From an optimization exercise on the open Yosys and OpenROAD flow, aimed at small area and a short achievable clock period; shortcuts taken in it are not production practice. Function was checked by simulation only, so behaviour that the tests miss may differ from the original.

$ cat flow/run.sh
#!/bin/bash
# synth_recipe.tcl (not shown) runs the flow's synth.tcl, then flattens the netlist and writes it again
# the make line also repeats each setting of config.mk as NAME=value (left out here)
make -C /OpenROAD-flow-scripts/flow DESIGN_CONFIG=/design/flow/config.mk WORK_HOME=/design/flow/orfs CLKGATE_MAP_FILE= SYNTH_SCRIPT=/design/flow/synth_recipe.tcl finish
$ cat flow/config.mk
export PLATFORM = sky130hd
export DESIGN_NAME = note_sequencer
export DESIGN_NICKNAME = note_sequencer
export VERILOG_FILES = /design/flow/design.v
export SDC_FILE = /design/flow/constraint.sdc
export NUM_CORES = 4
export LEC_CHECK = 0
export CAP_MARGIN = 20
export CORE_MARGIN = 2
export CORE_UTILIZATION = 40
export SLEW_MARGIN = 20
$ cat flow/constraint.sdc
create_clock -name core_clock -period 5.0 [get_ports {clk}]
set_input_delay 1.0000 -clock core_clock [delete_from_list [all_inputs] [get_ports {clk}]]
set_output_delay 1.0000 -clock core_clock [all_outputs]
set_load 0.01 [all_outputs]
$ cat flow/design.v
module note_sequencer #(
  parameter int DEPTH     = 64,
  parameter int DUR_W     = 16,
  parameter int TICK_DIV  = 16,
  parameter int DEB_TICKS = 10
) (
  input  logic                         clk,
  input  logic                         rst_n,
  input  logic [4:0]                   key_code,
  input  logic                         rec_n,
  input  logic                         play_n,
  input  logic                         stop_n,
  output logic [4:0]                   note_out,
  output logic [1:0]                   state_out,
  output logic                         full,
  output logic [$clog2(DEPTH+1)-1:0]   evt_count
);
  localparam int CW  = $clog2(DEPTH+1);
  localparam int AW  = (DEPTH > 1) ? $clog2(DEPTH) : 1;
  localparam int TW  = (TICK_DIV > 1) ? $clog2(TICK_DIV) : 1;
  localparam int DBW = $clog2(DEB_TICKS+1);
  localparam int EW  = 5 + DUR_W;
  localparam int RL  = DEPTH - 2;            
  localparam logic [4:0] SILENCE = 5'b11111;
  typedef enum logic [1:0] {S_IDLE = 2'b00, S_REC = 2'b01, S_PLAY = 2'b10} state_t;
  state_t            state;
  logic [4:0]        key_s1, key_s2;
  logic [2:0]        btn_s1, btn_s2, btn_d;
  logic [2:0]        press;
  logic              stop_p, rec_p, play_p;
  logic [TW-1:0]     tick_cnt;
  logic              tick;
  logic [4:0]        cand, stable;
  logic [DBW-1:0]    deb_cnt, deb_next;
  logic              chg;
  logic [DUR_W-1:0]  dur, dur_plus;
  logic [AW-1:0]     addr;
  logic              pload;
  logic [EW-1:0]     wr_data, pdata;
  logic              wr_en, sat, rec_close, full_hit, last, pdone, idle_rec, play_go;
  logic [EW-1:0]     slot0, slot1;           
  logic [EW-1:0]     ring  [RL];             
  logic [EW-1:0]     ring_d [RL];
  logic [EW-1:0]     wbuf;                   
  logic              wpend;
  logic [5:0]        wpos;                   
  logic [EW-1:0]     nxt;                    
  logic [5:0]        rpos;                   
  logic [5:0]        ph;                     
  logic [5:0]        ph_nx, wpos_nx, rpos_nx1, rpos_nx2, wpos_new;
  logic [7:0]        wsum;
  logic [4:0]        wtap, rtap;
  logic [EW-1:0]     tap_d [5];
  logic [EW-1:0]     cap_d;
  always_ff @(posedge clk or negedge rst_n) begin
    if (!rst_n) begin
      key_s1 <= SILENCE;
      key_s2 <= SILENCE;
      btn_s1 <= 3'b111;
      btn_s2 <= 3'b111;
      btn_d  <= 3'b111;
    end else begin
      key_s1 <= key_code;
      key_s2 <= key_s1;
      btn_s1 <= {stop_n, rec_n, play_n};
      btn_s2 <= btn_s1;
      btn_d  <= btn_s2;
    end
  end
  assign press  = btn_d & ~btn_s2;
  assign stop_p = press[2];
  assign rec_p  = press[1];
  assign play_p = press[0];
  assign tick   = (tick_cnt == TW'(TICK_DIV-1));
  always_ff @(posedge clk or negedge rst_n) begin
    if (!rst_n) tick_cnt <= '0;
    else        tick_cnt <= tick ? '0 : tick_cnt + 1'b1;
  end
  always_comb begin
    deb_next = DBW'(1);
    if (key_s2 == cand)
      deb_next = (deb_cnt == DBW'(DEB_TICKS)) ? deb_cnt : deb_cnt + 1'b1;
  end
  always_ff @(posedge clk or negedge rst_n) begin
    if (!rst_n) begin
      cand    <= SILENCE;
      stable  <= SILENCE;
      deb_cnt <= '0;
      chg     <= 1'b0;
    end else begin
      chg <= 1'b0;
      if (tick) begin
        cand    <= key_s2;
        deb_cnt <= deb_next;
        if (deb_next >= DBW'(DEB_TICKS) && key_s2 != stable) begin
          stable <= key_s2;
          chg    <= 1'b1;
        end
      end
    end
  end
  always_comb begin
    dur_plus  = tick ? dur + 1'b1 : dur;
    sat       = tick && (dur_plus == '1);
    rec_close = (state == S_REC) && (chg || sat || stop_p);
    wr_en     = rec_close && (dur_plus != '0);
    wr_data   = {note_out, dur_plus};
    full_hit  = wr_en && (evt_count == CW'(DEPTH-1));
    idle_rec  = !stop_p && rec_p;
    play_go   = !stop_p && !rec_p && play_p && (evt_count != '0);
    last      = (CW'(addr) == evt_count - 1'b1);
    pdone     = (state == S_PLAY) && !pload && tick && (dur == DUR_W'(1));
    pdata     = (addr == AW'(0)) ? slot0 : (addr == AW'(1)) ? slot1 : nxt;
  end
  always_comb begin
    ph_nx    = (ph   == 6'(RL-1)) ? 6'd0 : ph   + 6'd1;
    wpos_nx  = (wpos == 6'(RL-1)) ? 6'd0 : wpos + 6'd1;
    rpos_nx1 = (rpos == 6'(RL-1)) ? 6'd0 : rpos + 6'd1;
    rpos_nx2 = (rpos == 6'(RL-2)) ? 6'd0 : (rpos == 6'(RL-1)) ? 6'd1 : rpos + 6'd2;
    wsum     = 8'(evt_count[AW-1:0]) + 8'(ph) + 8'(RL - 1);
    wpos_new = (wsum >= 8'(2*RL)) ? 6'(wsum - 8'(2*RL)) :
               (wsum >= 8'(RL))   ? 6'(wsum - 8'(RL))   : 6'(wsum);
    wtap     = {5{wpend}} & {wpos == 6'd50, wpos == 6'd38, wpos == 6'd26, wpos == 6'd13, wpos == 6'd0};
    rtap     = {rpos == 6'd50, rpos == 6'd38, rpos == 6'd26, rpos == 6'd13, rpos == 6'd0};
    for (int j = 0; j < RL; j++) ring_d[j] = ring[(j + RL - 1) % RL];
    tap_d[0] = wtap[0] ? wbuf : ring[0];
    tap_d[1] = wtap[1] ? wbuf : ring[13];
    tap_d[2] = wtap[2] ? wbuf : ring[26];
    tap_d[3] = wtap[3] ? wbuf : ring[38];
    tap_d[4] = wtap[4] ? wbuf : ring[50];
    ring_d[1]  = tap_d[0];
    ring_d[14] = tap_d[1];
    ring_d[27] = tap_d[2];
    ring_d[39] = tap_d[3];
    ring_d[51] = tap_d[4];
    cap_d = '0;
    for (int k = 0; k < 5; k++) cap_d = cap_d | ({EW{rtap[k]}} & tap_d[k]);
  end
  always_ff @(posedge clk) begin
    for (int j = 0; j < RL; j++) ring[j] <= ring_d[j];
    if (|rtap) nxt <= cap_d;
    if (wr_en && evt_count[AW-1:0] == AW'(0)) slot0 <= wr_data;
    if (wr_en && evt_count[AW-1:0] == AW'(1)) slot1 <= wr_data;
    if (wr_en) wbuf <= wr_data;
  end
  always_ff @(posedge clk or negedge rst_n) begin
    if (!rst_n) begin
      ph    <= '0;
      wpos  <= '0;
      wpend <= 1'b0;
      rpos  <= '0;
    end else begin
      ph <= ph_nx;
      if (wr_en && evt_count[AW-1:1] != '0) begin
        wpos  <= wpos_new;
        wpend <= 1'b1;
      end else begin
        wpos  <= wpos_nx;
        if (|wtap) wpend <= 1'b0;
      end
      if (state != S_PLAY)
        rpos <= ph_nx;
      else if (pload && addr[AW-1:1] != '0 && !stop_p)
        rpos <= rpos_nx2;
      else
        rpos <= rpos_nx1;
    end
  end
  always_ff @(posedge clk or negedge rst_n) begin
    if (!rst_n) begin
      state     <= S_IDLE;
      note_out  <= SILENCE;
      full      <= 1'b0;
      evt_count <= '0;
      dur       <= '0;
      addr      <= '0;
      pload     <= 1'b0;
    end else begin
      case (state)
        S_IDLE: begin
          note_out <= stable;
          if (idle_rec) begin
            state     <= S_REC;
            evt_count <= '0;
            full      <= 1'b0;
            dur       <= '0;
          end else if (play_go) begin
            state <= S_PLAY;
            addr  <= '0;
            pload <= 1'b1;
          end
        end
        S_REC: begin
          note_out <= stable;
          dur      <= rec_close ? '0 : dur_plus;
          if (wr_en) evt_count <= evt_count + 1'b1;
          if (full_hit) begin
            full  <= 1'b1;
            state <= S_IDLE;
          end else if (stop_p) begin
            state <= S_IDLE;
          end
        end
        S_PLAY: begin
          if (stop_p) begin
            state    <= S_IDLE;
            note_out <= stable;
            pload    <= 1'b0;
          end else if (pload) begin
            note_out <= pdata[EW-1:DUR_W];
            dur      <= pdata[DUR_W-1:0];
            pload    <= 1'b0;
          end else if (tick) begin
            if (pdone) begin
              if (last) begin
                state <= S_IDLE;
              end else begin
                addr  <= addr + 1'b1;
                pload <= 1'b1;
              end
            end else begin
              dur <= dur - 1'b1;
            end
          end
        end
        default: state <= S_IDLE;
      endcase
    end
  end
  assign state_out = state;
endmodule
==> impl_metrics.toml <==
[setup_path]
worst-setup-path-type = "flip-flop to flip-flop"
cp_top_family = "simple AND/OR/NAND/NOR gates"
crit_chain = "nand4_1 -> nor4_1 -> xnor2_1 -> o2111ai_1 -> nor4_2 -> o21a_1 -> inv_1 -> and3_1 -> buf_4"
cpPeakStageDelay_ns = 0.62
worst_setup_path_start_kind = "flip-flop"
critPathArrivalTime_ns = 4.31
end_kind = "flip-flop"
path_buf_inv = 2
cp.required_ns = 5.44
crit_path_top_delay_cell = "dfrtp_1"
crit_fanout = 21

[sta]
min_period_ns = 3.87
finalHoldViolations = 0
worstMarginPinSlew_ns = 1.11
fmax_ghz = 0.259
fin_setup_tns_ns = 0
slew_headroom_pct = 26.3
rsz0062_at_grt = "false"
slew_violations = 0
clock_skew_ns = 0.0237
holdWs_ns = 0.310
timing.final.crit_share_pct = 77.4
setup_violations = 0

[floorplan]
die-area_um2 = 97000
die_h_um = 311
fp-row-count = 112
core-area_um2 = 93500
io_pins = 25
start_util_pct = 40.5
die_x_um = 311

[synth]
yosys_warnings = 4
async_reset_ff_share_pct = 6.41
synth_enable_flop_cells = 84
synth-seq-cells = 1481
ys.flop_type = "dfxtp_1"
yosysSeqAreaShare_pct = 82.0
synth_top_area_cell = "dfxtp_1"
synth.top_cell.area_share_pct = 68.9
syn-num-nets = 2554
synthTopCellsByArea = "dfxtp_1, edfxtp_1, dfrtp_1"
syn_inst = 2503
netlist_area_um2 = 37800
yosys-top-cells-count = "dfxtp_1, inv_1, nand2_1"
yosysMostFrequentCell = "dfxtp_1"
synth_cell_types = 77
synth_area_per_cell_um2 = 15.1

[grt]
grt_usage_pct = 14.4
grt_pass1_vias = 18400
antenna_found_initial = 1
grt-ovfl-total = 0
grt_pass1_wl_mm = 107
grt_max_degree = 67

[worst_hold_path]
hold_class = "flip-flop to flip-flop"

[clocking]
worstSkewPairLatency_ns = 0.73
cts_buffer_depth = 3
cts_buffers = 132
htreeDepth = 4
clk_pin_slew_ns = 0.06
post_cts_resized = 0
cts-root-buf = "clkbuf_16"
cts.sinks = 1481
cts_setup_buffers = 0
cts_tree = "done"
cts_hold_buf = 0

[drt]
vias = 18000
drt-met1-wl_mm = 32.4
wl_met2_mm = 30.7
drcViolationCount = 0
drtAntennaViolNets = 0
avgRoutedWirePerCell_um = 17.3
vias_per_cell = 4.53
first_pass_iters = 6
wirelength_mm = 68.7
initialDrtViolationCount = 964
top_layer_used = "met4"
wl_met3_mm = 3.78

[finish]
ff_latch_area_um2 = 31000
multi_input_area_um2 = 6200
fillers = 8045
diodes = 0
layout-drive-gt1-share_pct = 14.1
nNetsFinal = 2665
synthToLayoutAreaGrowth_pct = 16.3

[power_and_ir_drop]
p_leak_nw = 17.9
p_per_area_nw_per_um2 = 558
vdd_drop_max_mv = 0.319
p_total_mw = 24.5

[job]
drv_cap = 0

[outcome]
outcome = "timing/DRC/antenna clean"

[place]
hpwl_mm = 41.4
gp_congestion = 0.880
portBuffers = 24
sequential cells by signal (all words and copies together) (netlist names), 3 cells and up:
name,flops
ph,6
btn_s2,3
rpos,6
nxt,21
wpos,6
btn_s1,3
addr,6
evt_count,7
dur,16
slot0,21
stable,5
slot1,21
tick_cnt,4
wbuf,21
key_s1,5
note_out,5
ring,1302
key_s2,5
btn_d,3
deb_cnt,4
cand,5
report_power, final:
group / switching, mW / internal (mW)
Combinational: 1.35 / 0.746
Sequential: 0.248 / 12.2
Clock: 4.26 / 5.74
Total: 5.86 / 18.7
through the flow:
stage / cell area [um2] / setup WS [ns] / util (%) / cells
floorplan: 37800 / 1.31 / - / 2503
global placement: 39600 / 1.28 / 42.3 / 3734
detailed placement: 39600 / 1.23 / 42.3 / 3734
CTS: 44000 / 1.18 / 47.0 / 3970
global route: 44000 / 0.941 / 47.0 / 3970
finish: 44000 / 1.13 / 47.0 / 3970
final timing paths:
check	from	cells past startpoint	slack [ns]	to
max	dur[2]	9	1.13	slot1[0]
min	ring[22][19]	0	0.31	ring[23][19]
max reg2reg	dur[2]	9	1.13	slot1[0]
min reg2reg	ring[22][19]	0	0.31	ring[23][19]
max in group asynchronous	rst_n	2	3.61	btn_s1[2]
min in group asynchronous	rst_n	1	0.43	addr[4]
cell families after synthesis:
kind of cell	count (synthesis)	share of synthesized area, %
flops	1481	82.0
simple gates	354	4.76
compound gates	260	4.86
buf+inv	170	1.75
mux	136	3.84
xor+xnor	61	1.41
fa+ha+maj	41	1.38
metal layers:
metal | track usage [%] | up-vias
met4 | 5.43 | 0
met5 | 0 | -
met1 | 19.5 | 8815
met2 | 22.1 | 376
li1 | - | 8668
met3 | 3.69 | 133
layout make-up:
cell class                 instances  share of cell area, %
timing repair buffer              50                  0.984
clock buffer                     188                   8.64
sequential                      1481                   70.5
clock inverter                    48                   1.37
tap                             1254                   3.57
inverter                          97                  0.828
multi-input combinational        852                   14.1
cell usage in the layout, fill, tap and decap left out, types with 7 or more instances in the layout:
cell             instances
and3_1                  13
xor2_1                  21
o211ai_1                 7
o31ai_1                 12
buf_4                   27
o21a_1                   7
ha_1                    39
clkbuf_1                32
nor4_1                  10
a21oi_1                 49
a31o_2                  23
a31oi_1                 29
o21ai_0                 38
nand4_1                 17
mux2i_1                 63
nor3_1                  13
nor2b_1                 27
edfxtp_1                84
clkbuf_8                20
nor2_1                  80
xnor2_1                 40
dfrtp_1                 61
nand2b_1                 7
dfstp_2                 34
bufinv_16                7
clkdlybuf4s50_1         23
a311oi_1                 8
dfxtp_1               1302
nand2_1                 95
o221ai_1                25
nand3_1                 39
mux2_2                  73
a22o_1                   8
clkbuf_16              136
clkinv_2                14
o2bb2ai_1                7
inv_1                   96

## separate check: timing with driven ports
How much do the figures lean on ideal ports? The routed layout below was timed once more, with nothing changed but the port constraints.
Step 1 sets driving cells, clkbuf_16 on the clock port and buf_2 on the other inputs (assumed; they add their load-dependent delay and slew).
Step 2 adds t to the input delays and takes it off the output delays; t is the mean of the earliest and latest rising clock arrival at the registers after step 1. Input paths then give back, and output paths get back, about the clock's delay inside the block.
Slacks: no drivers / after step 1 / after step 2; pairs: no drivers / after step 1.
t (ns): 0.775
setup slack, ns: 1.132 / 1.132 / 1.132
hold slack, ns: 0.310 / 0.310 / 0.310
pins driven straight from the clock port: 1
After both steps setup and hold are still met in this run. The setup slack of this run moves by 0.000 ns with the drivers and by 0.000 ns with both steps.
